This design comes from an exercise in tuning for small area, a short achievable clock period and few clock cycles per item on the open sky130 flow, not from production work.
At most, simulation tests tie the RTL to the original design; equivalence was not proved.
The clock input has no modelled driver; a real chip could not lean on it and would need a root buffer or a full tree.
Power is estimated from default activity; no workload was simulated.

// iot_filter_top
module iot_filter_top
(
    input  logic         clk,
    input  logic         rst,
    input  logic         in_en,
    input  logic [7:0]   iot_in,
    input  logic [2:0]   fn_sel,
    output logic         busy,
    output logic         valid,
    output logic [127:0] iot_out
);
Size: about 290 flip-flops, ~140 I/O pins, about 0.010 mm² of cells after synthesis.
Settings: LEC_CHECK=0, CAP_MARGIN=20, CORE_MARGIN=2, CORE_UTILIZATION=80, SETUP_SLACK_MARGIN=4.45, SLEW_MARGIN=20; clock period 7.0 ns.
standard.sh (not shown) runs the stock make flow with config.mk's settings and CLKGATE_MAP_FILE= SYNTH_SCRIPT=/design/flow/synth_recipe.tcl, a recipe that flattens the netlist after the stock synthesis.
==> flow/flow/run.sh <==
#!/bin/bash
# Standard ORFS layout with two changes:
#  - the port buffers are plain buffers (sky130_fd_sc_hd__buf_1, resized by
#    timing repair) instead of the slow delay cells buffer_ports picks;
#  - after clock tree synthesis, the H-tree's middle level is removed, so the
#    root buffer drives every leaf buffer directly (all registers still see
#    the same two buffers on their clock path).
set -euo pipefail
ARGS=("BUFFER_PORTS_ARGS=-buffer_cell sky130_fd_sc_hd__buf_1"
      "CTS_ARGS=-sink_clustering_enable -repair_clock_nets -sink_clustering_size 30 -sink_clustering_max_diameter 100 -dont_use_dummy_load -balance_levels")
bash standard.sh "${ARGS[@]}" cts > standard_cts.log 2>&1
RES=orfs/results/sky130hd/iot_filter_top/base
cp $RES/4_cts.odb $RES/4_cts_htree.odb
FLOW_ODB=$RES/4_cts.odb openroad -no_init -exit flow/flatten_clock.tcl > flatten_clock.log 2>&1
bash standard.sh "${ARGS[@]}" finish > standard_finish.log 2>&1
==> flow/flow/flatten_clock.tcl <==
# Bypass every clock buffer that the root clock buffer drives and that itself
# drives clock buffers: its loads move onto the root buffer's net.
read_db $::env(FLOW_ODB)
set block [ord::get_db_block]
proc drv_inst {net} {
  foreach it [$net getITerms] { if {[$it isOutputSignal]} { return [$it getInst] } }
  return ""
}
proc out_net {inst} {
  foreach it [$inst getITerms] { if {[$it isOutputSignal]} { return [$it getNet] } }
  return ""
}
proc is_clkbuf {inst} { return [string match "*clkbuf*" [[$inst getMaster] getName]] }
set clk [$block findNet clk]
set root ""
foreach it [$clk getITerms] { if {[$it isInputSignal] && [is_clkbuf [$it getInst]]} { set root [$it getInst] } }
if {$root eq ""} { puts "no root clock buffer"; exit 1 }
set rnet [out_net $root]
puts "root [$root getName] net [$rnet getName]"
set changed 1
while {$changed} {
  set changed 0
  foreach it [$rnet getITerms] {
    if {![$it isInputSignal]} continue
    set b [$it getInst]
    if {![is_clkbuf $b]} continue
    set bnet [out_net $b]
    set drives_buf 0
    foreach l [$bnet getITerms] { if {[$l isInputSignal] && [is_clkbuf [$l getInst]]} { set drives_buf 1 } }
    if {!$drives_buf} continue
    puts "bypass [$b getName]"
    foreach l [$bnet getITerms] {
      if {[$l isInputSignal]} { $l disconnect; $l connect $rnet }
    }
    odb::dbInst_destroy $b
    odb::dbNet_destroy $bnet
    set changed 1
    break
  }
}
set n 0
foreach it [$rnet getITerms] { if {[$it isInputSignal]} { incr n } }
puts "root drives $n loads"
write_db $::env(FLOW_ODB)
The first run aborted during 5_1_grt (DPL-0033).
Testbench counts at the start, summed over its fixed seeds: cycles 36,192, items 2,157.
Edit:
CORE_UTILIZATION = 70   (was 80)
SETUP_SLACK_MARGIN = 4.4   (was 4.45)
After rerunning:
- This time the run passed the timing, DRC and antenna checks
- synthesized cell count does not change
- area after synthesis does not change
Edit:
CORE_UTILIZATION = 40   (was 70)
SETUP_SLACK_MARGIN = 4.55   (was 4.4)
Combinational power went up by 23%.
Non-clock buffer count went up by 46.
Flip-flop and latch count stays the same.
Edit:
CORE_UTILIZATION = 55   (was 40)
SETUP_SLACK_MARGIN = 4.45   (was 4.55)
Outcome: Combinational power goes down by 14%. Final cell count goes down by 13%. Die area goes down by 27%. Wire length goes down by 6.7%. Setup slack improved by 0.016 ns. Maximum frequency goes up by 0.63%. Count of clock-buffer cells in the layout does not change. Clock skew goes up by 0.0074 ns.

---

job 101:
iot_filter_top, a different RTL version from the one above (not shown whole).
Size in the first run: about 570 cells after synthesis, ~140 I/O pins, roughly 10000 µm² of cells after synthesis.
clock: 7.0 ns
lec_check: 0
cap_margin: 20
core_margin: 2
core_utilization: 40
setup_slack_margin: 4
slew_margin: 20
run.sh (not shown) runs the stock make flow with config.mk's settings and CLKGATE_MAP_FILE= SYNTH_SCRIPT=/design/flow/synth_recipe.tcl, a recipe that flattens the netlist after the stock synthesis.
Stock flow here: none of the scripts above is used.
Input-level comparison between job 102 and job 101:
-- flow/config.mk --
<<< job 101, line 11
export SETUP_SLACK_MARGIN = 4
>>> job 102, line 11
Findings:
Going from job 101 to job 102, pin count of the biggest net entering global routing grew by more than 10%.
Job 102: total of plain and repair buffers excluding clock buffers 13 below job 101
Reported sequential group power: job 101 vs job 102, no meaningful difference
NOTE: overall routing resource usage in job 102 exceeds that of job 101
Job 101 reports its endpoint of the worst setup timing path as iot_out[0] while job 102 reports r0[3]$_SDFFCE_PP0N_.
Compared with job 101, job 102 degrades hold slack.
On smallest setup slack after layout, the lower figure sits with job 102, not job 101.
For job 103, these inputs were changed with respect to job 102:
==> flow/flow/run.sh (new file) <==
#!/bin/bash
# Standard ORFS layout, with the port buffers made from plain buffers
# (sky130_fd_sc_hd__buf_1, resized by timing repair) instead of the slow
# delay cells buffer_ports picks by default.
set -euo pipefail
bash standard.sh "BUFFER_PORTS_ARGS=-buffer_cell sky130_fd_sc_hd__buf_1" finish > standard_flow.log 2>&1
==> flow/standard.sh (new file) <==
#!/bin/bash
# synth_recipe.tcl (not shown) runs the flow's synth.tcl, then flattens the netlist and writes it again
# the make line also repeats each setting of config.mk as NAME=value (left out here)
make -C /OpenROAD-flow-scripts/flow DESIGN_CONFIG=/design/flow/config.mk WORK_HOME=/design/flow/orfs CLKGATE_MAP_FILE= SYNTH_SCRIPT=/design/flow/synth_recipe.tcl "${@:-finish}"
-- flow/config.mk --
<<< job 102, line 11
>>> job 103, line 11
export CTS_CLUSTER_DIAMETER = 100
export CTS_CLUSTER_SIZE = 30
export SETUP_SLACK_MARGIN = 4
removed: flow/run.sh
Results
Aggregate global routing overflow came out exactly the same in job 102 and job 103. Job 103 gives less detailed placer's ending HPWL than job 102 did. Taking job 102 as the reference, in job 103 combinational group share of total power shows a reduction of 2.3 points; final period utilization shows a reduction of 5.2 points.
No functional check of the RTL was part of any run of this note.

---

run A:
Another version of the RTL of iot_filter_top (not shown whole).
For scale: about 290 flip-flops, roughly 140 I/O pins, about 10000 um2 of cells after synthesis.
Design iot_filter_top, start of the top module:
module iot_filter_top
(
    input  logic         clk,
    input  logic         rst,
    input  logic         in_en,
    input  logic [7:0]   iot_in,
    input  logic [2:0]   fn_sel,
    output logic         busy,
    output logic         valid,
    output logic [127:0] iot_out
);
    logic is_crc, is_top, is_rank;
    always_ff @(posedge clk) begin
        is_crc  <= (fn_sel == 3'd3);
        is_top  <= (fn_sel == 3'd4);
        is_rank <= (fn_sel == 3'd4) || (fn_sel == 3'd5);
    end
    logic       in_v;
    logic [7:0] cur;
    always_ff @(posedge clk) cur <= iot_in;
    logic [3:0]   bi;              
    logic [3:0]   rc;              
    logic [2:0]   wc;              
    function automatic logic [3:0] step4(logic [3:0] x);
        step4 = {x[2:0], x[3] ^ x[0] ^ (x[2:0] == 3'd0)};
    endfunction
    function automatic logic [2:0] step3(logic [2:0] x);
        step3 = {x[1:0], x[2] ^ x[0] ^ (x[1:0] == 2'd0)};
    endfunction
    localparam logic [3:0] LAST4 = 4'b1000;
    localparam logic [2:0] WC1   = 3'b001;
    localparam logic [2:0] WC7   = 3'b100;
    logic         mv;              
    logic         dA, wA, dB, wB;  
    logic [127:0] r0, r1;
    wire [7:0] tA = r0[127:120];
    wire [7:0] tB = r1[127:120];
    wire first_byte = (bi == 4'd0);
    wire last_byte  = (bi == LAST4);
    wire keepA      = dA && !first_byte;
    wire keepB      = dB && !first_byte;
    logic rot;
    logic eqA, gtA, eqB, gtB;
    wire [7:0] nA = rot ? r0[119:112] : r0[127:120];
    wire [7:0] nB = rot ? r1[119:112] : r1[127:120];
    always_ff @(posedge clk) begin
        eqA <= (iot_in == nA);
        gtA <= is_top ? (iot_in > nA) : (iot_in < nA);
  ...
export LEC_CHECK = 0
export CAP_MARGIN = 20
export CORE_MARGIN = 2
export CORE_UTILIZATION = 40
export SETUP_SLACK_MARGIN = 4.35
export SLEW_MARGIN = 20
create_clock -name core_clock -period 7.0 [get_ports {clk}]
standard.sh (not shown) runs the stock make flow with config.mk's settings and CLKGATE_MAP_FILE= SYNTH_SCRIPT=/design/flow/synth_recipe.tcl, a recipe that flattens the netlist after the stock synthesis.
==> flow/flow/run.sh <==
#!/bin/bash
# Standard ORFS layout, with the port buffers made from plain buffers
# (sky130_fd_sc_hd__buf_1, resized by timing repair) instead of the slow
# delay cells buffer_ports picks by default, and clock tree synthesis
# without dummy loads.
set -euo pipefail
bash standard.sh "BUFFER_PORTS_ARGS=-buffer_cell sky130_fd_sc_hd__buf_1" \
  "CTS_ARGS=-sink_clustering_enable -repair_clock_nets -sink_clustering_size 30 -sink_clustering_max_diameter 100 -dont_use_dummy_load -balance_levels" \
  finish > standard_flow.log 2>&1
Run A finished all stages; the layout is clean.
Testbench counts of run A, summed over its fixed seeds: cycles 36,192, items 2,157.
Setup changes, run A to run B
# run A
export LEC_CHECK = 0
export CAP_MARGIN = 20
export CORE_MARGIN = 2
export CORE_UTILIZATION = 40
export SETUP_SLACK_MARGIN = 4.35
export SLEW_MARGIN = 20
create_clock -name core_clock -period 7.0 [get_ports {clk}]
# run B
export LEC_CHECK = 0
export CAP_MARGIN = 20
export CORE_MARGIN = 2
export CORE_UTILIZATION = 40
export SETUP_SLACK_MARGIN = 4.45
export SLEW_MARGIN = 20
create_clock -name core_clock -period 7.0 [get_ports {clk}]
--- outcome ---
- Higher highest clock rate goes to run B over run A.
- Diff run B..run A | count of TritonRoute iterations in the first routing pass | unchanged
- There was hardly any difference in footprint of the flip-flops and latches between run A and run B.
- Changes observed in run B relative to run A: post-place instance area ~0 delta, register-to-register slack +80 ps, die width ~0 delta, met1 wire length +about 0.5%, power density over the cells ~0 delta.
- Routed wire length (higher): run B

-- afterwards: timing with drivers on the ports --
No port has a modelled driver above. Below, the same layouts with a new extraction and two added sets of constraints. Step 1 sets driving cells, clkbuf_16 on the clock port and buf_2 on the other inputs (assumed; they add their load-dependent delay and slew). Step 2, shift: input delay + t, output delay - t, t = (earliest + latest rising clock arrival at the registers) / 2. This alone moves slack from input paths to output paths. a / b / c = no drivers / after step 1 / after step 2; a / b = the first two.
| run | t, ns | slack for setup (ns) | hold WS [ns] | worst data-port slew with drivers (ns) | pins driven straight from the clock port |
|---|---|---|---|---|---|
| the second run of note 1 | 0.460 | 4.512 / 4.467 / 4.247 | 0.421 / 0.421 / 0.421 | 0.06 | 1 |
| the third run of note 1 | 0.457 | 4.510 / 4.468 / 4.248 | 0.422 / 0.422 / 0.422 | 0.06 | 1 |
| the fourth run of note 1 | 0.456 | 4.526 / 4.480 / 4.150 | 0.416 / 0.416 / 0.416 | 0.06 | 1 |
| job 101 | 0.571 | 4.050 / 4.006 / 4.181 | 0.416 / 0.416 / 0.416 | 0.07 | 1 |
| job 102 | 0.575 | 3.793 / 3.793 / 3.793 | 0.411 / 0.411 / 0.411 | 0.07 | 1 |
| job 103 | 0.533 | 4.156 / 4.156 / 4.156 | 0.422 / 0.422 / 0.422 | 0.06 | 1 |
| run A | 0.520 | 4.406 / 4.365 / 4.148 | 0.425 / 0.425 / 0.425 | 0.06 | 1 |
| run B | 0.518 | 4.479 / 4.438 / 4.140 | 0.425 / 0.425 / 0.425 | 0.06 | 1 |
After both steps every run listed still meets setup and hold. For the fourth run of note 1, which loses most, drivers alone change the setup slack by -0.046 ns; drivers and shift together by -0.376 ns.
